Background: an optimization exercise with open tools, aiming at small area. Do not read the settings as production practice.
The RTL was checked by simulation tests, not by an equivalence proof against the original design.
Power and IR drop assume default switching activity.

== v6 ==
==> flow/design.v <==
`timescale 1ns/1ps
`default_nettype none
module host_link_top (
  input  wire logic        BUS_CLK,
  input  wire logic        rst_n,
  input  wire logic        wr_wren,
  input  wire logic [31:0] wr_data,
  output logic             wr_full,
  input  wire logic        rd_rden,
  output logic      [31:0] rd_data,
  output logic             rd_empty,
  output logic             rd_eof,
  output logic             app_running,
  output logic             app_error
);
  localparam logic [1:0] cls_nop   = 2'd0;
  localparam logic [1:0] cls_start = 2'd1;
  localparam logic [1:0] cls_bad   = 2'd2;
  localparam logic [1:0] cls_cfg   = 2'd3;
  logic [4:0]  c_cnt;       
  logic [1:0]  wph;         
  logic [1:0]  wcls;        
  logic [2:0]  cw;          
  logic [5:0]  cr;          
  logic [1:0]  word_cnt;    
  logic        cmd_valid;
  logic [2:0]  wcur;        
  logic        wsep;        
  logic [2:0]  rcur;        
  logic        rsep;        
  logic [2:0]  rslot;       
  logic [17:0] q_mem [6];   
  logic [15:0] ps_mem [3];  
  logic [31:0] pe_mem [3];  
  logic        accept;
  logic        pop;
  logic        take;
  logic [1:0]  hcls;
  logic [17:0] cq;
  logic [15:0] cparam;      
  logic [15:0] cstride;
  logic [31:0] ce;
  logic        c_is_cfg;
  logic        c_start;
  logic        c_bad;
  assign accept  = wr_wren && (c_cnt != 5'd16);
  assign pop     = (c_cnt != 5'd0) && !cmd_valid;
  assign wr_full = (c_cnt >= 5'd14);
  always_comb begin
    if (wr_data[15:8] == 8'h00)                               hcls = cls_nop;
    else if (wr_data[15:0] == 16'h0108)                       hcls = cls_cfg;
    else if (wr_data[15:0] == 16'h0908)                       hcls = cls_start;
    else                                                      hcls = cls_bad;
  end
  assign rslot = rsep ? {rcur[1:0], rcur[2]} : rcur;
  always_comb begin
    cq      = '0;
    cstride = '0;
    ce      = '0;
    for (int i = 0; i < 6; i++) cq = cq | ({18{cr[i]}} & q_mem[i]);
    for (int i = 0; i < 3; i++) begin
      cstride = cstride | ({16{rslot[i]}} & ps_mem[i]);
      ce      = ce      | ({32{rslot[i]}} & pe_mem[i]);
    end
  end
  assign cparam   = cq[15:0];
  assign c_is_cfg = (cq[17:16] == cls_cfg);
  assign c_start  = (cq[17:16] == cls_start);
  assign c_bad    = (cq[17:16] == cls_bad);
  always_ff @(posedge BUS_CLK or negedge rst_n) begin
    if (!rst_n) begin
      c_cnt     <= '0;
      wph       <= '0;
      cw        <= '0;
      cr        <= 6'b000001;
      word_cnt  <= '0;
      cmd_valid <= 1'b0;
      wcur      <= 3'b001;
      wsep      <= 1'b0;
      rcur      <= 3'b001;
      rsep      <= 1'b0;
    end else begin
      if (accept && !pop)      c_cnt <= c_cnt + 5'd1;
      else if (!accept && pop) c_cnt <= c_cnt - 5'd1;
      if (accept) begin
        wph <= (wph == 2'd2) ? 2'd0 : wph + 2'd1;
        if (wph == 2'd2) cw <= (cw == 3'd5) ? 3'd0 : cw + 3'd1;
        if (wph == 2'd0 && hcls == cls_cfg && wsep) begin
          wcur <= {wcur[1:0], wcur[2]};
          wsep <= 1'b0;
        end
        if (wph == 2'd0 && hcls == cls_start) wsep <= 1'b1;
      end
      if (take) begin
        cmd_valid <= 1'b0;
        cr        <= {cr[4:0], cr[5]};
        if (c_is_cfg) begin
          rcur <= rslot;
          rsep <= 1'b0;
        end
        if (c_start) rsep <= 1'b1;
      end
      if (pop) begin
        if (word_cnt == 2'd2) begin
          word_cnt  <= 2'd0;
          cmd_valid <= 1'b1;
        end else begin
          word_cnt <= word_cnt + 2'd1;
        end
      end
    end
  end
  always_ff @(posedge BUS_CLK) begin
    if (accept && wph == 2'd0) wcls <= hcls;
    for (int i = 0; i < 6; i++) begin
      if (accept && wph == 2'd1 && cw == 3'(i)) q_mem[i] <= {wcls, wr_data[15:0]};
    end
    for (int i = 0; i < 3; i++) begin
      if (accept && wph == 2'd1 && wcls == cls_cfg && wcur[i]) ps_mem[i] <= wr_data[31:16];
      if (accept && wph == 2'd2 && wcls == cls_cfg && wcur[i]) pe_mem[i] <= wr_data;
    end
  end
  logic        running;
  logic        waiting;     
  logic        cfgv;        
  logic [15:0] stride;
  logic [31:0] expbits;
  logic [15:0] expc;
  logic [15:0] rem;         
  logic [15:0] pace;
  logic        first;       
  logic        done_seen;
  logic        frame_wren;
  logic        f_high;
  assign take        = cmd_valid && (!running || !c_is_cfg);
  assign frame_wren  = running && !waiting && !f_high;
  assign app_running = running;
  always_ff @(posedge BUS_CLK or negedge rst_n) begin
    if (!rst_n) begin
      running   <= 1'b0;
      waiting   <= 1'b0;
      cfgv      <= 1'b0;
      stride    <= '0;
      expbits   <= '0;
      done_seen <= 1'b0;
      app_error <= 1'b0;
    end else begin
      if (take) begin
        if (c_is_cfg) begin   
          stride  <= cstride;
          expbits <= ce;
          cfgv    <= 1'b1;
        end
        if (c_bad) app_error <= 1'b1;
        if (c_start) begin
          if (running)                   app_error <= 1'b1;
          else if (cparam == 16'd0)    done_seen <= 1'b1;
          else                           running   <= 1'b1;
        end
      end
      if (frame_wren) begin
        if (rem == 16'd1) begin
          running   <= 1'b0;
          done_seen <= 1'b1;
        end else if (cfgv && expc[15:1] != 15'd0) begin
          waiting <= 1'b1;
        end
      end
      if (waiting && pace == expc) waiting <= 1'b0;
    end
  end
  always_ff @(posedge BUS_CLK) begin
    if (take && c_is_cfg) expc <= cparam;
    if (take && c_start && !running) begin
      rem   <= cparam;
      first <= 1'b1;
    end
    if (frame_wren) begin
      rem   <= rem - 16'd1;
      first <= 1'b0;
      pace  <= 16'd2;
    end else if (waiting) begin
      pace <= pace + 16'd1;
    end
  end
  logic [2:0]  f_cnt;
  logic [2:0]  fw;
  logic [5:0]  fr;
  logic        half;        
  logic [15:0] ridx;        
  logic [15:0] fs_mem [6];
  logic [31:0] fe_mem [6];
  logic [5:0]  ff_mem;
  logic [15:0] hs;
  logic [31:0] he;
  logic        hf;
  logic [15:0] hidx;
  logic        rtake;
  logic        frame_rden;
  assign f_high     = f_cnt[2] && f_cnt[1];   
  assign rd_empty   = (f_cnt == 3'd0);
  assign rtake      = rd_rden && !rd_empty;
  assign frame_rden = rtake && half;
  assign rd_eof     = !running && done_seen && rd_empty;   
  always_comb begin
    hs = '0;
    he = '0;
    hf = 1'b0;
    for (int i = 0; i < 6; i++) begin
      hs = hs | ({16{fr[i]}} & fs_mem[i]);
      he = he | ({32{fr[i]}} & fe_mem[i]);
      hf = hf | (fr[i] & ff_mem[i]);
    end
  end
  assign hidx    = hf ? 16'd0 : ridx;
  assign rd_data = half ? {hidx, hs} : he;
  always_ff @(posedge BUS_CLK or negedge rst_n) begin
    if (!rst_n) begin
      f_cnt <= '0;
      fw    <= '0;
      fr    <= 6'b000001;
      half  <= 1'b0;
    end else begin
      if (frame_wren && !frame_rden)      f_cnt <= f_cnt + 3'd1;
      else if (!frame_wren && frame_rden) f_cnt <= f_cnt - 3'd1;
      if (frame_wren) fw <= (fw == 3'd5) ? 3'd0 : fw + 3'd1;
      if (frame_rden) fr <= {fr[4:0], fr[5]};
      if (rtake) half <= !half;
    end
  end
  always_ff @(posedge BUS_CLK) begin
    for (int i = 0; i < 6; i++) begin
      if (frame_wren && fw == 3'(i)) begin
        fs_mem[i] <= stride;
        fe_mem[i] <= expbits;
        ff_mem[i] <= first;
      end
    end
    if (frame_rden) ridx <= hidx + 16'd1;
  end
endmodule
`default_nettype wire
Settings: LEC_CHECK=0, CAP_MARGIN=20, CORE_MARGIN=2, CORE_UTILIZATION=70, SLEW_MARGIN=20; clock period 6.0 ns.
standard.sh (not shown) runs the stock make flow with config.mk's settings and CLKGATE_MAP_FILE= SYNTH_SCRIPT=/design/flow/synth_recipe.tcl, a recipe that flattens the netlist after the stock synthesis.
==> flow/flow/run.sh <==
#!/bin/bash
# Standard ORFS layout, with a leaner clock tree (no dummy loads, larger sink
# clusters) and the smallest buffer for the port buffers.
set -euo pipefail
CTS="-sink_clustering_enable -repair_clock_nets -dont_use_dummy_load -sink_clustering_size ${CTS_SIZE:-35} -sink_clustering_max_diameter ${CTS_DIAM:-60}"
bash standard.sh \
  "CTS_ARGS=$CTS" \
  "BUFFER_PORTS_ARGS=-buffer_cell sky130_fd_sc_hd__buf_1" \
  finish > make_finish.log 2>&1
### v6 -> v7
diff --git a/flow/design.v b/flow/design.v
--- a/flow/design.v
+++ b/flow/design.v
@@ -165,9 +165,9 @@
         end else if (cfgv && expc[15:1] != 15'd0) begin
           waiting <= 1'b1;
         end
       end
-      if (waiting && pace == expc) waiting <= 1'b0;
+      if (waiting && pace == 16'd2) waiting <= 1'b0;
     end
   end
   always_ff @(posedge BUS_CLK) begin
     if (take && c_is_cfg) expc <= cparam;
@@ -177,12 +177,10 @@
     end
     if (frame_wren) begin
       rem   <= rem - 16'd1;
       first <= 1'b0;
-      pace  <= 16'd2;
-    end else if (waiting) begin
-      pace <= pace + 16'd1;
-    end
+    end
+    pace <= waiting ? pace - 16'd1 : expc;
   end
   logic [2:0]  f_cnt;
   logic [2:0]  fw;
   logic [5:0]  fr;
Notes after the runs:
The final layout from v6, which completed every stage, passed the timing, DRC and antenna checks at the end of the flow. v7 finished all stages; the layout is clean. When v7 is measured against v6, its final clock period utilization by the worst path turns out 0.37 points lower. Compared with v6, v7 shows a fraction of area in clock buffers and inverters that is 0.16 points lower. Area after synthesis: v6 vs v7 — no meaningful difference. Min met1 demand-to-capacity share in global routing across v6 and v7: v7. Per the comparison of v7 with v6, number of standard cells after synthesis held steady; portion of netlist area occupied by mux cells now sits at about the same level; post-route minimum period fell by 22 ps. v7 vs v6, worst setup margin went up by 22 ps. On share of synthesized area occupied by flip-flops and latches, the higher figure sits with v7, not v6.

## old
Another version of the RTL of host_link_top (not shown whole).
Size in the first run: ~1,800 cells after synthesis, ~840 flip-flops, about 73 I/O pins, roughly 0.031 mm2 of cells after synthesis.
==> module host_link_top, before the edit <==
module host_link_top (
  input  wire logic        BUS_CLK,
  input  wire logic        rst_n,
  input  wire logic        wr_wren,
  input  wire logic [31:0] wr_data,
  output logic             wr_full,
  input  wire logic        rd_rden,
  output logic      [31:0] rd_data,
  output logic             rd_empty,
  output logic             rd_eof,
  output logic             app_running,
  output logic             app_error
);
  localparam logic [1:0] cls_nop   = 2'd0;
  localparam logic [1:0] cls_start = 2'd1;
  localparam logic [1:0] cls_bad   = 2'd2;
  localparam logic [1:0] cls_cfg   = 2'd3;
  logic [4:0]  c_cnt;       
  logic [1:0]  wph;         
  logic [1:0]  wcls;        
  logic [2:0]  cw;          
  logic [5:0]  cr;          
  logic [1:0]  word_cnt;    
  logic        cmd_valid;
  logic [31:0] p_mem [6];
  logic [31:0] e_mem [6];
  logic [5:0]  cfg_mem;
  logic        accept;
  logic        pop;
  logic        take;
  logic [1:0]  hcls;
  logic [31:0] p_in;
  logic [31:0] cp;          
  logic [31:0] ce;          
  logic        c_is_cfg;
  logic        c_start;
  logic        c_bad;
  assign accept  = wr_wren && (c_cnt != 5'd16);
  assign pop     = (c_cnt != 5'd0) && !cmd_valid;
  assign wr_full = (c_cnt >= 5'd14);
  always_comb begin
    if (wr_data[15:8] == 8'h00)                               hcls = cls_nop;
    else if (wr_data[15:0] == 16'h0108)                       hcls = cls_cfg;
    else if (wr_data[15:0] == 16'h0908)                       hcls = cls_start;
    else                                                      hcls = cls_bad;
  end
  assign p_in = {(wcls == cls_cfg) ? wr_data[31:30] : wcls, wr_data[29:0]};
  always_comb begin
    cp       = '0;
    ce       = '0;
    c_is_cfg = 1'b0;
    for (int i = 0; i < 6; i++) begin
      cp       = cp | ({32{cr[i]}} & p_mem[i]);
      ce       = ce | ({32{cr[i]}} & e_mem[i]);
      c_is_cfg = c_is_cfg | (cr[i] & cfg_mem[i]);
    end
  end
  assign c_start = !c_is_cfg && (cp[31:30] == cls_start);
  assign c_bad   = !c_is_cfg && (cp[31:30] == cls_bad);
  always_ff @(posedge BUS_CLK or negedge rst_n) begin
    if (!rst_n) begin
      c_cnt     <= '0;
      wph       <= '0;
      cw        <= '0;
      cr        <= 6'b000001;
      word_cnt  <= '0;
      cmd_valid <= 1'b0;
    end else begin
      if (accept && !pop)      c_cnt <= c_cnt + 5'd1;
      else if (!accept && pop) c_cnt <= c_cnt - 5'd1;
      if (accept) begin
        wph <= (wph == 2'd2) ? 2'd0 : wph + 2'd1;
        if (wph == 2'd2) cw <= (cw == 3'd5) ? 3'd0 : cw + 3'd1;
      end
      if (take) begin
        cmd_valid <= 1'b0;
        cr        <= {cr[4:0], cr[5]};
      end
      if (pop) begin
        if (word_cnt == 2'd2) begin
          word_cnt  <= 2'd0;
          cmd_valid <= 1'b1;
        end else begin
          word_cnt <= word_cnt + 2'd1;
        end
      end
    end
  end
  always_ff @(posedge BUS_CLK) begin
    if (accept && wph == 2'd0) wcls <= hcls;
    for (int i = 0; i < 6; i++) begin
      if (accept && wph == 2'd1 && cw == 3'(i)) begin
        p_mem[i]   <= p_in;
        cfg_mem[i] <= (wcls == cls_cfg);
      end
      if (accept && wph == 2'd2 && cw == 3'(i)) e_mem[i] <= wr_data;
    end
  end
  logic        running;
  logic        waiting;     
  logic        cfgv;        
  logic [15:0] stride;
  logic [31:0] expbits;
  logic [15:0] expc;
  logic [15:0] rem;         
  logic [15:0] pace;
  logic        first;       
  logic        done_seen;
  logic        frame_wren;
  logic        f_high;
  assign take        = cmd_valid && (!running || !c_is_cfg);
  assign frame_wren  = running && !waiting && !f_high;
  assign app_running = running;
  always_ff @(posedge BUS_CLK or negedge rst_n) begin
    if (!rst_n) begin
      running   <= 1'b0;
      waiting   <= 1'b0;
      cfgv      <= 1'b0;
      stride    <= '0;
      expbits   <= '0;
      done_seen <= 1'b0;
      app_error <= 1'b0;
    end else begin
      if (take) begin
        if (c_is_cfg) begin   
          stride  <= cp[31:16];
          expbits <= ce;
          cfgv    <= 1'b1;
        end
        if (c_bad) app_error <= 1'b1;
        if (c_start) begin
          if (running)                   app_error <= 1'b1;
          else if (cp[15:0] == 16'd0)    done_seen <= 1'b1;
          else                           running   <= 1'b1;
        end
      end
      if (frame_wren) begin
        if (rem == 16'd1) begin
          running   <= 1'b0;
          done_seen <= 1'b1;
        end else if (cfgv && expc[15:1] != 15'd0) begin
          waiting <= 1'b1;
        end
      end
      if (waiting && pace == 16'd2) waiting <= 1'b0;
    end
  end
  always_ff @(posedge BUS_CLK) begin
    if (take && c_is_cfg) expc <= cp[15:0];
    if (take && c_start && !running) begin
      rem   <= cp[15:0];
      first <= 1'b1;
    end
    if (frame_wren) begin
      rem   <= rem - 16'd1;
      first <= 1'b0;
      pace  <= expc;
    end else if (waiting) begin
      pace <= pace - 16'd1;
    end
  end
  logic [2:0]  f_cnt;
  logic [2:0]  fw;
  logic [5:0]  fr;
  logic        half;        
  logic [15:0] ridx;        
  logic [15:0] fs_mem [6];
  logic [31:0] fe_mem [6];
  logic [5:0]  ff_mem;
  logic [15:0] hs;
  logic [31:0] he;
  logic        hf;
  logic [15:0] hidx;
  logic        rtake;
  logic        frame_rden;
  assign f_high     = f_cnt[2] && f_cnt[1];   
  assign rd_empty   = (f_cnt == 3'd0);
  assign rtake      = rd_rden && !rd_empty;
  assign frame_rden = rtake && half;
  assign rd_eof     = !running && done_seen && rd_empty;   
  always_comb begin
    hs = '0;
    he = '0;
    hf = 1'b0;
    for (int i = 0; i < 6; i++) begin
      hs = hs | ({16{fr[i]}} & fs_mem[i]);
      he = he | ({32{fr[i]}} & fe_mem[i]);
      hf = hf | (fr[i] & ff_mem[i]);
    end
  end
  assign hidx    = hf ? 16'd0 : ridx;
  assign rd_data = half ? {hidx, hs} : he;
  always_ff @(posedge BUS_CLK or negedge rst_n) begin
    if (!rst_n) begin
      f_cnt <= '0;
      fw    <= '0;
      fr    <= 6'b000001;
      half  <= 1'b0;
    end else begin
      if (frame_wren && !frame_rden)      f_cnt <= f_cnt + 3'd1;
      else if (!frame_wren && frame_rden) f_cnt <= f_cnt - 3'd1;
      if (frame_wren) fw <= (fw == 3'd5) ? 3'd0 : fw + 3'd1;
      if (frame_rden) fr <= {fr[4:0], fr[5]};
      if (rtake) half <= !half;
    end
  end
  always_ff @(posedge BUS_CLK) begin
    for (int i = 0; i < 6; i++) begin
      if (frame_wren && fw == 3'(i)) begin
        fs_mem[i] <= stride;
        fe_mem[i] <= expbits;
        ff_mem[i] <= first;
      end
    end
    if (frame_rden) ridx <= hidx + 16'd1;
  end
endmodule
Settings: LEC_CHECK=0, CAP_MARGIN=20, CORE_MARGIN=2, CORE_UTILIZATION=60, SLEW_MARGIN=20; clock period 6.0 ns.
==> flow/flow/run.sh <==
#!/bin/bash
# Standard ORFS layout, with a leaner clock tree (no dummy loads, larger sink
# clusters) and the smallest buffer for the port buffers.
set -euo pipefail
CTS="-sink_clustering_enable -repair_clock_nets -dont_use_dummy_load -sink_clustering_size ${CTS_SIZE:-25} -sink_clustering_max_diameter ${CTS_DIAM:-60}"
bash standard.sh \
  "CTS_ARGS=$CTS" \
  "BUFFER_PORTS_ARGS=-buffer_cell sky130_fd_sc_hd__buf_1" \
  finish > make_finish.log 2>&1
The inputs of new differ from those of old as listed below.
-- flow/design.v --
<<< old, line 145
        end
      end
      if (waiting && pace == 16'd2) waiting <= 1'b0;
    end
  end
>>> new, line 145
        end
      end
      if (waiting && pace == expc) waiting <= 1'b0;
    end
  end
<<< old, line 157
      rem   <= rem - 16'd1;
      first <= 1'b0;
      pace  <= expc;
    end else if (waiting) begin
      pace <= pace - 16'd1;
    end
  end
>>> new, line 157
      rem   <= rem - 16'd1;
      first <= 1'b0;
      pace  <= 16'd2;
    end else if (waiting) begin
      pace <= pace + 16'd1;
    end
  end
### Flow results
- Compare old and new | relative contribution of sequential cells to total power lower: new
- old → new: area used by sequential logic in the layout saw a decrease, multi-input gate share of the layout cell area saw an increase, number of inserted filler cells in the final layout saw a decrease.
- Compared with old, in new number of cells on the critical path rose 2; cell area about even; final cell count rose 8.
- Taking old as the reference, in new global-route usage went down, sequential fraction of total cell area went down.

## re-timing with driven ports
The flow's constraints put no driver on any port. The routed layouts listed below were extracted and timed again, unchanged, in two steps.
Step 1: set_driving_cell puts a clkbuf_16 on BUS_CLK and a buf_2 on each other input, an assumption about the parent block.
Step 2 adds t to the input delays and takes it off the output delays; t is the mean of the earliest and latest rising clock arrival at the registers after step 1. Input paths then give back, and output paths get back, about the clock's delay inside the block.
a / b / c = ideal ports / drivers / drivers and shift; a / b = the first two.
| run | shift t [ns] | slack for setup (ns) | clock arrival spread, ns | worst register clock-pin slew, ns |
|---|---|---|---|---|
| v6 | 0.620 | 1.810 / 1.753 / 2.339 | 0.046 / 0.046 | 0.11 / 0.11 |
| v7 | 0.611 | 1.832 / 1.776 / 2.259 | 0.051 / 0.052 | 0.11 / 0.11 |
| old | 0.651 | 2.035 / 1.975 / 2.626 | 0.057 / 0.056 | 0.10 / 0.10 |
| new | 0.661 | 1.600 / 1.536 / 2.197 | 0.047 / 0.048 | 0.10 / 0.10 |
After both steps setup and hold are still met in every run listed.
